Background: an optimization exercise with open tools, aiming at small area, a short achievable clock period and few clock cycles per item. Do not read the settings as production practice.
At most, simulation tests tie the RTL to the original design; equivalence was not proved.

Design idct8_top, start of the top module:
module idct8_top #(
        parameter int ROUND_SHIFT = 7
) (
        input  logic                    clk,
        input  logic                    reset,
        input  logic                    in_req,
        input  idct_pkg::coef_vec_t     coef,
        input  logic                    out_ack,
        output logic                    in_ack,
        output logic                    out_req,
        output idct_pkg::sample_vec_t   samples
);
        localparam int SW = idct_pkg::SAMPLE_W;
        idct_pkg::coef_vec_t coef_q;
        logic [1:0]          k_nx;
        logic                wr_01;
        logic                wr_2;
        logic                wr_3;
        logic [SW-1:0]       yp;
        logic [SW-1:0]       ym;
        logic [SW-1:0]       yp_q;
        logic [SW-1:0]       ym_q;
        idct_flow_ctrl idct_flow_ctrl_inst (
                .clk     (clk),
                .reset   (reset),
                .in_req  (in_req),
                .coef    (coef),
  ...
For scale: ~1,500 cells after synthesis, roughly 510 flip-flops, ~280 I/O pins, ~0.023 sq mm of cells after synthesis.
clock: 9.0 ns
lec_check: 0
cap_margin: 20
core_margin: 2
core_utilization: 60
cts_cluster_diameter: 70
cts_cluster_size: 26
setup_slack_margin: 5
slew_margin: 20
synth_hierarchical: 1
synth_minimum_keep_size: 0
standard.sh (not shown) runs the stock make flow with config.mk's settings and CLKGATE_MAP_FILE= SYNTH_SCRIPT=/design/flow/synth_recipe.tcl, a recipe that flattens the netlist after the stock synthesis.
==> flow/flow/run.sh <==
#!/bin/bash
# The standard layout (standard.sh, unchanged synthesis), with plain buf_1 cells as the
# input and output port buffers, and timing repair aiming 6.0 ns of slack at the 9 ns constraint
set -euo pipefail
bash standard.sh "BUFFER_PORTS_ARGS=-buffer_cell sky130_fd_sc_hd__buf_1" SETUP_SLACK_MARGIN=6.0 finish > standard.log 2>&1
The first run passed the timing, design-rule and antenna checks.
Testbench counts at the start, summed over its fixed seeds: cycles 9,632, items 2,400.
Next try:
- CORE_UTILIZATION: 60 -> 50
After rerunning: Cell count increases by 4.1%. Synthesized area is unchanged.
Next try:
==> flow/flow/run.sh (replaced) <==
#!/bin/bash
set -euo pipefail
bash standard.sh "BUFFER_PORTS_ARGS=-buffer_cell sky130_fd_sc_hd__buf_1" SETUP_SLACK_MARGIN=6.0 finish > standard.log 2>&1
- ABC_AREA: not set -> 1
- CORE_UTILIZATION: 50 -> 60
Design area came out higher by about 0.7%; synthesized area climbs by 1.9%; routed wire length rose by about 1%; register-to-register slack is better by 90 ps; clock skew hardly moves; worst hold slack is worse by 8.8 ps; die area falls by 15%; first-iteration DRC count decreases by 19%.
Next try:
==> flow/flow/run.sh (replaced) <==
#!/bin/bash
set -euo pipefail
bash standard.sh "BUFFER_PORTS_ARGS=-buffer_cell sky130_fd_sc_hd__buf_2" SETUP_SLACK_MARGIN=6.0 finish > standard.log 2>&1
- ABC_AREA: 1 -> not set
Result: Clock skew increases by 14 ps. Synthesized cell count went down by about a fifth. Worst setup slack stays flat. Wire length falls by a few percent. Core utilization rises by 0.46 points. Global-route usage is lower by 0.73 points.
Next try:
==> flow/flow/run.sh (replaced) <==
#!/bin/bash
# The standard layout (standard.sh, unchanged synthesis), with plain buf_1 cells as the
# input and output port buffers, and timing repair aiming 6.0 ns of slack at the 9 ns constraint
set -euo pipefail
bash standard.sh "BUFFER_PORTS_ARGS=-buffer_cell sky130_fd_sc_hd__buf_1" SETUP_SLACK_MARGIN=6.0 finish > standard.log 2>&1
- CTS_CLUSTER_DIAMETER: 70 -> 60
- CTS_CLUSTER_SIZE: 26 -> 20
- clock-buffer cell count climbs by 14
- area after synthesis does not change
Next try:
- CTS_CLUSTER_DIAMETER: 60 -> not set
- CTS_CLUSTER_SIZE: 20 -> not set
The changed run completed without violations.
Via count goes up by 0.83%.
Clock-buffer cell count increases by 23.
Clock skew falls by 4.1 ps.

---

idct8_top again, from the RTL that the note above started with.
==> flow/config.mk <==
export PLATFORM = sky130hd
export DESIGN_NAME = idct8_top
export DESIGN_NICKNAME = idct8_top
export VERILOG_FILES = /design/flow/design.v
export SDC_FILE = /design/flow/constraint.sdc
export NUM_CORES = 4
export LEC_CHECK = 0
export CAP_MARGIN = 20
export CORE_MARGIN = 2
export CORE_UTILIZATION = 60
export CTS_CLUSTER_DIAMETER = 70
export CTS_CLUSTER_SIZE = 26
export SETUP_SLACK_MARGIN = 5
export SLEW_MARGIN = 20
export SYNTH_HIERARCHICAL = 1
export SYNTH_MINIMUM_KEEP_SIZE = 0
==> flow/constraint.sdc <==
create_clock -name core_clock -period 9.0 [get_ports {clk}]
set_input_delay 1.8000 -clock core_clock [delete_from_list [all_inputs] [get_ports {clk}]]
set_output_delay 1.8000 -clock core_clock [all_outputs]
set_load 0.01 [all_outputs]
==> flow/flow/run.sh <==
#!/bin/bash
set -euo pipefail
bash standard.sh "BUFFER_PORTS_ARGS=-buffer_cell sky130_fd_sc_hd__buf_1" SETUP_SLACK_MARGIN=6.0 finish > standard.log 2>&1
The baseline completed with no timing, DRC or antenna violations.
Testbench counts at the start, summed over its fixed seeds: cycles 9,632, items 2,400.
Edit:
==> flow/flow/run.sh (replaced) <==
#!/bin/bash
set -euo pipefail
bash standard.sh "BUFFER_PORTS_ARGS=-buffer_cell sky130_fd_sc_hd__buf_1" SETUP_SLACK_MARGIN=6.1 finish > standard.log 2>&1
The changed run produced a clean layout.
Die area does not change.
Maximum frequency drops by 2.1%.
First-iteration DRC count shrinks by about 9%.
Register-to-register slack gets better by 0.04 ns.
Cell count goes up by about 0.4%.
Worst setup slack loses 0.064 ns.
Critical path depth is unchanged.
Cell area rises by 0.71%.
Wire length fell by about 0.3%.

---

== main ==
Another version of the RTL of idct8_top (not shown whole).
Size in the first run: about 1,300 cells after synthesis, roughly 420 flip-flops, about 280 I/O pins, about 0.021 mm2 of cells after synthesis.
export LEC_CHECK = 0
export CAP_MARGIN = 20
export CORE_MARGIN = 2
export CORE_UTILIZATION = 40
export CTS_BUF_LIST = sky130_fd_sc_hd__clkbuf_4 sky130_fd_sc_hd__clkbuf_8
export SLEW_MARGIN = 20
export SYNTH_HIERARCHICAL = 1
export SYNTH_MINIMUM_KEEP_SIZE = 0
create_clock -name core_clock -period 9.0 [get_ports {clk}]
==> flow/flow/run.sh <==
#!/bin/bash
# The standard layout (standard.sh, unchanged synthesis), with plain buf_1 cells as the
# input and output port buffers instead of the default clkdlybuf4s50_1
set -euo pipefail
bash standard.sh "BUFFER_PORTS_ARGS=-buffer_cell sky130_fd_sc_hd__buf_1" finish > standard.log 2>&1
Setup changes, main to the feature branch
- a deleted CTS_BUF_LIST that had been sky130_fd_sc_hd__clkbuf_4 sky130_fd_sc_hd__clkbuf_8
==> flow/flow/run.sh <==
#!/bin/bash
# The standard layout (standard.sh, unchanged synthesis), with plain buf_1 cells as the
# input and output port buffers, and timing repair aiming 6 ns above the 9 ns constraint
set -euo pipefail
bash standard.sh "BUFFER_PORTS_ARGS=-buffer_cell sky130_fd_sc_hd__buf_1" SETUP_SLACK_MARGIN=6 finish > standard.log 2>&1
### Flow results
Delta(count of clock buffers in the final design, the feature branch - main) < 0
Number of stages on the worst setup path, the feature branch and main: lower on the feature branch
Setup slack after layout is higher on the feature branch
Final weighted congestion in routability-driven placement in the feature branch vs main: down about 3.2%
Area: the feature branch vs main -> the feature branch larger
Summary of the feature branch over main: share of synthesized registers carrying an async set or reset level, count of non-CTS inverters in the layout +about 1.2%.
The feature branch vs. main: number of standard cells in the layout, taps in and fillers out essentially unchanged; register fraction of the total cell area decreased 1.9 points.
No functional check of the RTL was part of any run of this note.

---

Setup of run 1:
Another version of the RTL of idct8_top (not shown whole).
Size: about 1500 cells after synthesis, ~510 flip-flops, ~280 I/O pins.
==> flow/config.mk <==
export PLATFORM = sky130hd
export DESIGN_NAME = idct8_top
export DESIGN_NICKNAME = idct8_top
export VERILOG_FILES = /design/flow/design.v
export SDC_FILE = /design/flow/constraint.sdc
export NUM_CORES = 4
export LEC_CHECK = 0
export CAP_MARGIN = 20
export CORE_MARGIN = 2
export CORE_UTILIZATION = 40
export SETUP_SLACK_MARGIN = 5
export SLEW_MARGIN = 20
export SYNTH_HIERARCHICAL = 1
export SYNTH_MINIMUM_KEEP_SIZE = 0
==> flow/constraint.sdc <==
create_clock -name core_clock -period 9.0 [get_ports {clk}]
set_input_delay 1.8000 -clock core_clock [delete_from_list [all_inputs] [get_ports {clk}]]
set_output_delay 1.8000 -clock core_clock [all_outputs]
set_load 0.01 [all_outputs]
==> flow/flow/run.sh <==
#!/bin/bash
# The standard layout (standard.sh, unchanged synthesis), with plain buf_1 cells as the
# input and output port buffers instead of the default clkdlybuf4s50_1
set -euo pipefail
bash standard.sh "BUFFER_PORTS_ARGS=-buffer_cell sky130_fd_sc_hd__buf_1" finish > standard.log 2>&1
Run 1: all stages complete, timing, DRC and antenna checks passed
Testbench counts of run 1, summed over its fixed seeds: cycles 9,632, items 2,400.
#### Input delta (run 2 over run 1)
- changing CORE_UTILIZATION from 40 to 75
==> flow/flow/run.sh <==
#!/bin/bash
# The standard layout (standard.sh, unchanged synthesis), with plain buf_1 cells as the
# input and output port buffers, and timing repair aiming 6.0 ns of slack at the 9 ns constraint
set -euo pipefail
bash standard.sh "BUFFER_PORTS_ARGS=-buffer_cell sky130_fd_sc_hd__buf_1" SETUP_SLACK_MARGIN=6.0 finish > standard.log 2>&1
==> results.txt <==
Run 1 reports its top metal layer carrying routed signals as met4 while run 2 reports met5.
Changes observed in run 2 relative to run 1: portion of the layout cell area used by non-clock buffers rose 0.22 points; core utilization picked up an extra 39 points; register-to-register path setup slack has increased; core box area went down by about 47%; global-route track usage on met2 +26 points.
Run 1 has higher share of the cycle needed by the critical path after routing than run 2.
Compared with run 1, run 2 shows a max-slew headroom at the worst pin that is 17 points lower.
The faster design of the two is run 2; run 1 tops out lower.
Input-level comparison between run 3 and run 2:
- CORE_UTILIZATION changed from 75 to 40
==> flow/flow/run.sh <==
#!/bin/bash
# The standard layout (standard.sh, unchanged synthesis), with plain buf_1 cells as the
# input and output port buffers, and timing repair aiming 6.3 ns of slack at the 9 ns constraint
set -euo pipefail
bash standard.sh "BUFFER_PORTS_ARGS=-buffer_cell sky130_fd_sc_hd__buf_1" SETUP_SLACK_MARGIN=6.3 finish > standard.log 2>&1
[compare] base=run 2 new=run 3: final cell count went up by 394; clock period minus worst slack stayed essentially flat.
Wire: run 3 routes less than run 2
Run 2 → run 3: global placer's final weighted congestion lower; count of clock-buffer cells in the layout -about 1.4%.
--- input diff run 3..run 4 ---
- swapping 40 for 60 in CORE_UTILIZATION
==> flow/flow/run.sh <==
#!/bin/bash
# The standard layout (standard.sh, unchanged synthesis), with plain buf_1 cells as the
# input and output port buffers, and timing repair aiming 6.0 ns of slack at the 9 ns constraint
set -euo pipefail
bash standard.sh "BUFFER_PORTS_ARGS=-buffer_cell sky130_fd_sc_hd__buf_1" SETUP_SLACK_MARGIN=6.0 finish > standard.log 2>&1
[summary]
Maximum number of pins on one net before global-route repair in run 4 is 39 higher than in run 3. Run 4 vs. run 3: effective utilization at floorplan went up by 20 points. | met3 routed wirelength | run 4 vs run 3 | about 25% higher |. Between run 3 and run 4, the number of clock buffers in the layout is higher for run 3. Setup slack after layout improves in run 4 relative to run 3.

---

build 68:
idct8_top with an RTL version that a note above also has.
Size: ~510 flip-flops, about 280 I/O pins, roughly 23000 µm² of cells after synthesis.
==> flow/config.mk <==
export PLATFORM = sky130hd
export DESIGN_NAME = idct8_top
export DESIGN_NICKNAME = idct8_top
export VERILOG_FILES = /design/flow/design.v
export SDC_FILE = /design/flow/constraint.sdc
export NUM_CORES = 4
export LEC_CHECK = 0
export CAP_MARGIN = 20
export CORE_MARGIN = 2
export CORE_UTILIZATION = 60
export CTS_CLUSTER_DIAMETER = 70
export CTS_CLUSTER_SIZE = 26
export SETUP_SLACK_MARGIN = 5
export SLEW_MARGIN = 20
export SYNTH_HIERARCHICAL = 1
export SYNTH_MINIMUM_KEEP_SIZE = 0
==> flow/constraint.sdc <==
create_clock -name core_clock -period 9.0 [get_ports {clk}]
set_input_delay 1.8000 -clock core_clock [delete_from_list [all_inputs] [get_ports {clk}]]
set_output_delay 1.8000 -clock core_clock [all_outputs]
set_load 0.01 [all_outputs]
==> flow/flow/run.sh <==
#!/bin/bash
set -euo pipefail
bash standard.sh "BUFFER_PORTS_ARGS=-buffer_cell sky130_fd_sc_hd__buf_1" SETUP_SLACK_MARGIN=6.0 "CTS_ARGS=-sink_clustering_enable -repair_clock_nets -sink_clustering_size 26 -sink_clustering_max_diameter 70 -sink_clustering_levels 1" finish > standard.log 2>&1
Testbench counts of build 68, summed over its fixed seeds: cycles 9,632, items 2,400.
[inputs] build 66 vs build 68
==> flow/flow/run.sh <==
#!/bin/bash
# The standard layout (standard.sh, unchanged synthesis), with plain buf_1 cells as the
# input and output port buffers, and timing repair aiming 6.0 ns of slack at the 9 ns constraint
set -euo pipefail
bash standard.sh "BUFFER_PORTS_ARGS=-buffer_cell sky130_fd_sc_hd__buf_1" SETUP_SLACK_MARGIN=6.0 finish > standard.log 2>&1
-- flow/config.mk --
<<< build 68, line 11
export CTS_CLUSTER_DIAMETER = 70
export CTS_CLUSTER_SIZE = 26
>>> build 66, line 11
export CTS_BUF_LIST = sky130_fd_sc_hd__clkbuf_8
export CTS_CLUSTER_DIAMETER = 50
export CTS_CLUSTER_SIZE = 16
Notes after the runs:
Re hold slack: build 66 is 0.0069 ns up on build 68. Comparing met2 track demand over resource for build 68 and build 66, the smaller number came from build 66. When the final numbers for build 68 and build 66 were put side by side, the first-pass GRT wire length turned out to be smaller in build 68.
Modified inputs, build 32 compared to build 66
-- flow/config.mk --
<<< build 66, line 11
export CTS_BUF_LIST = sky130_fd_sc_hd__clkbuf_8
export CTS_CLUSTER_DIAMETER = 50
export CTS_CLUSTER_SIZE = 16
>>> build 32, line 11
export CTS_CLUSTER_DIAMETER = 60
export CTS_CLUSTER_SIZE = 24
==> results.txt <==
Routed wire in build 32 totals less than in build 66.
Compared with build 66, build 32 instantiates a smaller number of cells.
Run comparison: build 66 last element of the critical path samples[37]; build 32 last element of the critical path idct_flow_ctrl_inst.coef_q[33]$_DFF_P_
Compared to build 66, build 32 shows a wider setup margin.
Sequential share of layout area for build 32 is lower than for build 66.
~same register clock-pin slew on the reported worst setup and hold paths in build 66 and build 32
Looking at kind of critical path, the flop to primary output result is from build 66; the input port to flop one comes from build 32.
Diff build 66 -> build 32 | cell area after layout | increase of 0.96%
Here is what was changed in the inputs of build 85 compared with build 32.
==> flow/flow/run.sh <==
#!/bin/bash
set -euo pipefail
bash standard.sh "BUFFER_PORTS_ARGS=-buffer_cell sky130_fd_sc_hd__buf_1" SETUP_SLACK_MARGIN=6.0 "CTS_ARGS=-sink_clustering_enable -repair_clock_nets -sink_clustering_size 26 -sink_clustering_max_diameter 70 -num_static_layers 1" finish > standard.log 2>&1
-- flow/config.mk --
<<< build 32, line 11
export CTS_CLUSTER_DIAMETER = 60
export CTS_CLUSTER_SIZE = 24
>>> build 85, line 11
export CTS_CLUSTER_DIAMETER = 70
export CTS_CLUSTER_SIZE = 26
==> comparison <==
- Having completed the whole flow, build 85 delivered a layout that passed the timing, design-rule and antenna checks.
- Looking only at final non-filler cell total, and setting everything else aside, the higher value of build 85 and build 32 goes to build 32.
- NOTE clock-buffer cell count build 32->build 85 decreased by a little under 10%
- Compared build 85 against build 32; via count of the first global-routing pass within noise.
- Measured against each other, build 85 and build 32 differ in routed wire length on met2, the lower figure coming from build 85.
- Build 85 has core utilization below what build 32 had.
- Number of vias per cell after detailed routing: build 32 vs build 85 — no meaningful difference
- Worst hold margin delta (build 85 -> build 32): insignificant
- [compare] base=build 32 new=build 85: final worst-path cycle share closely matched the old numbers; wire length held.

## afterwards: timing with drivers on the ports
The flow's constraints put no driver on any port. The routed layouts listed below were extracted and timed again, unchanged, in two steps.
Step 1 sets driving cells, clkbuf_16 on the clock port and buf_2 on the other inputs (assumed; they add their load-dependent delay and slew).
Step 2, shift: input delay + t, output delay - t, t = (earliest + latest rising clock arrival at the registers) / 2. This alone moves slack from input paths to output paths.
Three values: ideal ports, drivers, drivers and shift; two values: the first two.
run | t (ns) | setup slack, ns | hold WS [ns] | latest minus earliest clock arrival (ns)
the first run of note 1 | 0.645 | 6.055 / 5.997 / 5.483 | 0.390 / 0.390 / 0.390 | 0.027 / 0.027
the second run of note 1 | 0.657 | 6.042 / 5.987 / 5.421 | 0.396 / 0.396 / 0.396 | 0.014 / 0.014
the third run of note 1 | 0.650 | 6.045 / 5.988 / 5.446 | 0.387 / 0.387 / 0.387 | 0.021 / 0.022
the fourth run of note 1 | 0.659 | 6.048 / 5.989 / 5.562 | 0.405 / 0.405 / 0.405 | 0.031 / 0.031
the fifth run of note 1 | 0.604 | 6.049 / 6.042 / 5.478 | 0.385 / 0.385 / 0.385 | 0.026 / 0.026
the sixth run of note 1 | 0.627 | 6.066 / 6.030 / 5.475 | 0.375 / 0.375 / 0.375 | 0.020 / 0.020
the first run of note 2 | 0.645 | 6.055 / 5.997 / 5.483 | 0.390 / 0.390 / 0.390 | 0.027 / 0.027
the second run of note 2 | 0.647 | 5.991 / 5.936 / 5.494 | 0.400 / 0.400 / 0.400 | 0.015 / 0.015
main | 0.680 | 5.048 / 5.048 / 4.993 | 0.396 / 0.396 / 0.396 | 0.034 / 0.033
the feature branch | 0.622 | 5.337 / 5.337 / 5.337 | 0.391 / 0.391 / 0.391 | 0.024 / 0.024
run 1 | 0.643 | 5.515 / 5.542 / 4.899 | 0.397 / 0.397 / 0.397 | 0.019 / 0.020
run 2 | 0.606 | 6.056 / 6.035 / 5.482 | 0.402 / 0.402 / 0.402 | 0.029 / 0.030
run 3 | 0.657 | 6.056 / 5.998 / 5.713 | 0.398 / 0.398 / 0.398 | 0.022 / 0.022
run 4 | 0.638 | 6.080 / 6.024 / 5.538 | 0.396 / 0.396 / 0.396 | 0.028 / 0.028
build 68 | 0.645 | 6.055 / 5.997 / 5.483 | 0.390 / 0.390 / 0.390 | 0.027 / 0.027
build 66 | 0.672 | 6.027 / 5.975 / 5.414 | 0.397 / 0.397 / 0.397 | 0.042 / 0.042
build 32 | 0.607 | 6.056 / 6.038 / 5.487 | 0.388 / 0.388 / 0.388 | 0.021 / 0.021
build 85 | 0.647 | 6.052 / 5.993 / 5.497 | 0.389 / 0.389 / 0.389 | 0.025 / 0.025
After both steps every run listed still meets setup and hold. The setup slack of the second run of note 1, which loses most, moves by -0.055 ns with the drivers and by -0.621 ns with both steps.
